Context: an optimization exercise on an open-source flow, tuned for small area, a short achievable clock period and few clock cycles per item. The choices shown serve that exercise and are no tape-out recipe. Where RTL was checked, it was by simulation tests only, not by an equivalence proof against the original.

Design rgb_to_ycbcr_block_builder_unit, start of the top module:
module rgb_to_ycbcr_block_builder_unit (
  input  wire logic              clk_i,
  input  wire logic              rst_ni,
  input  wire logic              in_vld_i,
  output logic                   in_stall_o,
  input  wire logic              kind_i,
  input  wire logic [7:0]        red_i,
  input  wire logic [7:0]        green_i,
  input  wire logic [7:0]        blue_i,
  output logic                   out_vld_o,
  input  wire logic              out_stall_i,
  output logic                   pixel_taken_o,
  output logic                   sample_valid_o,
  output logic signed [8:0]      sample_o,
  output logic        [1:0]      block_type_o,
  output logic        [5:0]      element_index_o,
  output logic                   last_of_block_o
);
Size: about 3,100 cells after synthesis, roughly 47,000 sq um of cells after synthesis.
export LEC_CHECK = 0
export CAP_MARGIN = 20
export CORE_MARGIN = 2
export CORE_UTILIZATION = 65
export CTS_CLUSTER_DIAMETER = 100
export CTS_CLUSTER_SIZE = 30
export SETUP_SLACK_MARGIN = 4.4
export SLEW_MARGIN = 20
create_clock -name core_clock -period 7.0 [get_ports {clk_i}]
run.sh (not shown) runs the stock make flow with config.mk's settings and CLKGATE_MAP_FILE= SYNTH_SCRIPT=/design/flow/synth_recipe.tcl, a recipe that flattens the netlist after the stock synthesis.
The starting point passed the timing, DRC and antenna checks.
Then changed:
--- a/flow/design.v
+++ b/flow/design.v
@@ -13,21 +13,23 @@
   input  wire logic       clk_i,
   input  wire logic [7:0] r_i,
   input  wire logic [7:0] g_i,
   input  wire logic [7:0] b_i,
   output logic      [7:0] y_o,
   output logic      [7:0] cb_o,
   output logic      [7:0] cr_o
 );
   logic [7:0] r0, g0, b0;
-  assign r0 = r_i;
-  assign g0 = g_i;
-  assign b0 = b_i;
+  always_ff @(posedge clk_i) begin
+    r0 <= r_i;
+    g0 <= g_i;
+    b0 <= b_i;
+  end
   logic [9:0] e_m, e_s, e_c;
   assign e_m = ~{1'b0, g0, 1'b0};
   assign e_s = {2'b0, r0} ^ {2'b0, b0} ^ e_m;
   assign e_c = ({2'b0, r0} & {2'b0, b0}) | ({2'b0, r0} & e_m) | ({2'b0, b0} & e_m);
   logic [7:0] g1;
   logic [8:0] d11, d21;
   logic [9:0] e1;
   always_ff @(posedge clk_i) begin
     g1  <= g0;
@@ -300,55 +302,54 @@
       cnt_q  <= '0;
     end else begin
       pend_q <= pend_d;
       cnt_q  <= cnt_d;
     end
   end
   always_ff @(posedge clk_i) begin
     wph_q <= take_px ? 6'd0 : wph_q + 6'd1;
   end
-  logic [7:0]  y_c, cb_c, cr_c;
-  logic [23:0] ring_q [64];
+  logic [7:0] y_c, cb_c, cr_c;
   rybb_conv u_conv (
     .clk_i (clk_i),
-    .r_i   (ring_q[0][23:16]),
-    .g_i   (ring_q[0][15:8]),
-    .b_i   (ring_q[0][7:0]),
+    .r_i   (red_i),
+    .g_i   (green_i),
+    .b_i   (blue_i),
     .y_o   (y_c),
     .cb_o  (cb_c),
     .cr_o  (cr_c)
   );
   logic [3:0] wr_q;      
   logic [3:0] wlast_q;   
   always_ff @(posedge clk_i or negedge rst_ni) begin
     if (!rst_ni) begin
       wr_q <= '0;
     end else begin
       wr_q <= {wr_q[2:0], take_px};
     end
   end
   always_ff @(posedge clk_i) begin
     wlast_q <= {wlast_q[2:0], cnt_last_px};
   end
+  logic [23:0] ring_q [64];
   always_ff @(posedge clk_i) begin
-    ring_q[0] <= (!stall_q && !pend_q) ? {red_i, green_i, blue_i} : ring_q[63];
+    ring_q[0] <= wr_q[3] ? {cr_c, cb_c, y_c} : ring_q[63];
     for (int i = 1; i < 64; i++) ring_q[i] <= ring_q[i-1];
-    ring_q[4] <= wr_q[3] ? {cr_c, cb_c, y_c} : ring_q[3];
   end
   logic          rd_act_q;    
   logic [5:0]    pos_q;       
   logic [7:0]    rn_q;        
   logic [FD-1:0] fth_q;
   logic          rd, fpop;
   logic [23:0]   tap;
   logic [7:0]    rd_byte;
-  assign rd  = rd_act_q && (pos_q[2:0] == 3'd3) && !fth_q[FD-1];
-  assign tap = ring_q[{pos_q[5:3], 3'd3}];
+  assign rd  = rd_act_q && (pos_q[2:0] == 3'd7) && !fth_q[FD-1];
+  assign tap = ring_q[{pos_q[5:3], 3'd7}];
   always_comb begin
     unique case (rn_q[7:6])
       2'd0:    rd_byte = tap[7:0];
       2'd1:    rd_byte = tap[15:8];
       default: rd_byte = tap[23:16];
     endcase
   end
   logic rd_act_d;
   always_comb begin
@@ -356,19 +357,19 @@
     if (wr_q[3] && wlast_q[3])       rd_act_d = 1'b1;
     else if (rd && rn_q == 8'd191)   rd_act_d = 1'b0;
   end
   always_ff @(posedge clk_i or negedge rst_ni) begin
     if (!rst_ni) rd_act_q <= 1'b0;
     else         rd_act_q <= rd_act_d;
   end
   always_ff @(posedge clk_i) begin
     if (wr_q[3] && wlast_q[3]) begin
-      pos_q <= 6'd3;
+      pos_q <= 6'd63;
       rn_q  <= '0;
     end else if (rd) begin
       rn_q  <= rn_q + 8'd1;
     end else begin
       pos_q <= pos_q + 6'd1;
     end
   end
   logic [7:0]    fifo_q [FD];
   logic [FW-1:0] fwp_q, frp_q;
=> Non-clock buffer count is lower by 6. Count of clock-buffer cells in the layout is higher by 2. Design area is higher slightly. Wire length is lower by a little under a tenth. Setup slack improves by 0.044 ns. Die area is higher slightly.
Testbench counts after the change, summed over its fixed seeds: cycles 39,032, items 32,768.
Only the layout flow was run in the first run of this note; the RTL was not checked for function there.

==> re-timing with driven ports <==
Ports are ideal in the flow. The routed layouts listed here were re-timed in OpenROAD.
Step 1 sets driving cells, clkbuf_16 on the clock port and buf_2 on the other inputs (assumed; they add their load-dependent delay and slew).
Step 2 times the ports against the registers' clock, not the clock port: input delays grow and output delays shrink by t, the midpoint of the rising clock arrivals with the driver on.
Slacks: ideal / step 1 / step 2; pairs: ideal / step 1.
run	t (ns)	setup slack, ns	worst setup path at the end	latest minus earliest clock arrival (ns)
the first run	0.716	4.373 / 4.306 / 3.810	input to register	0.041 / 0.041
the second run	0.712	4.417 / 4.350 / 3.840	input to register	0.041 / 0.041
After both steps every run listed still meets setup and hold. The setup slack of the second run, which loses most, moves by -0.067 ns with the drivers and by -0.577 ns with both steps.
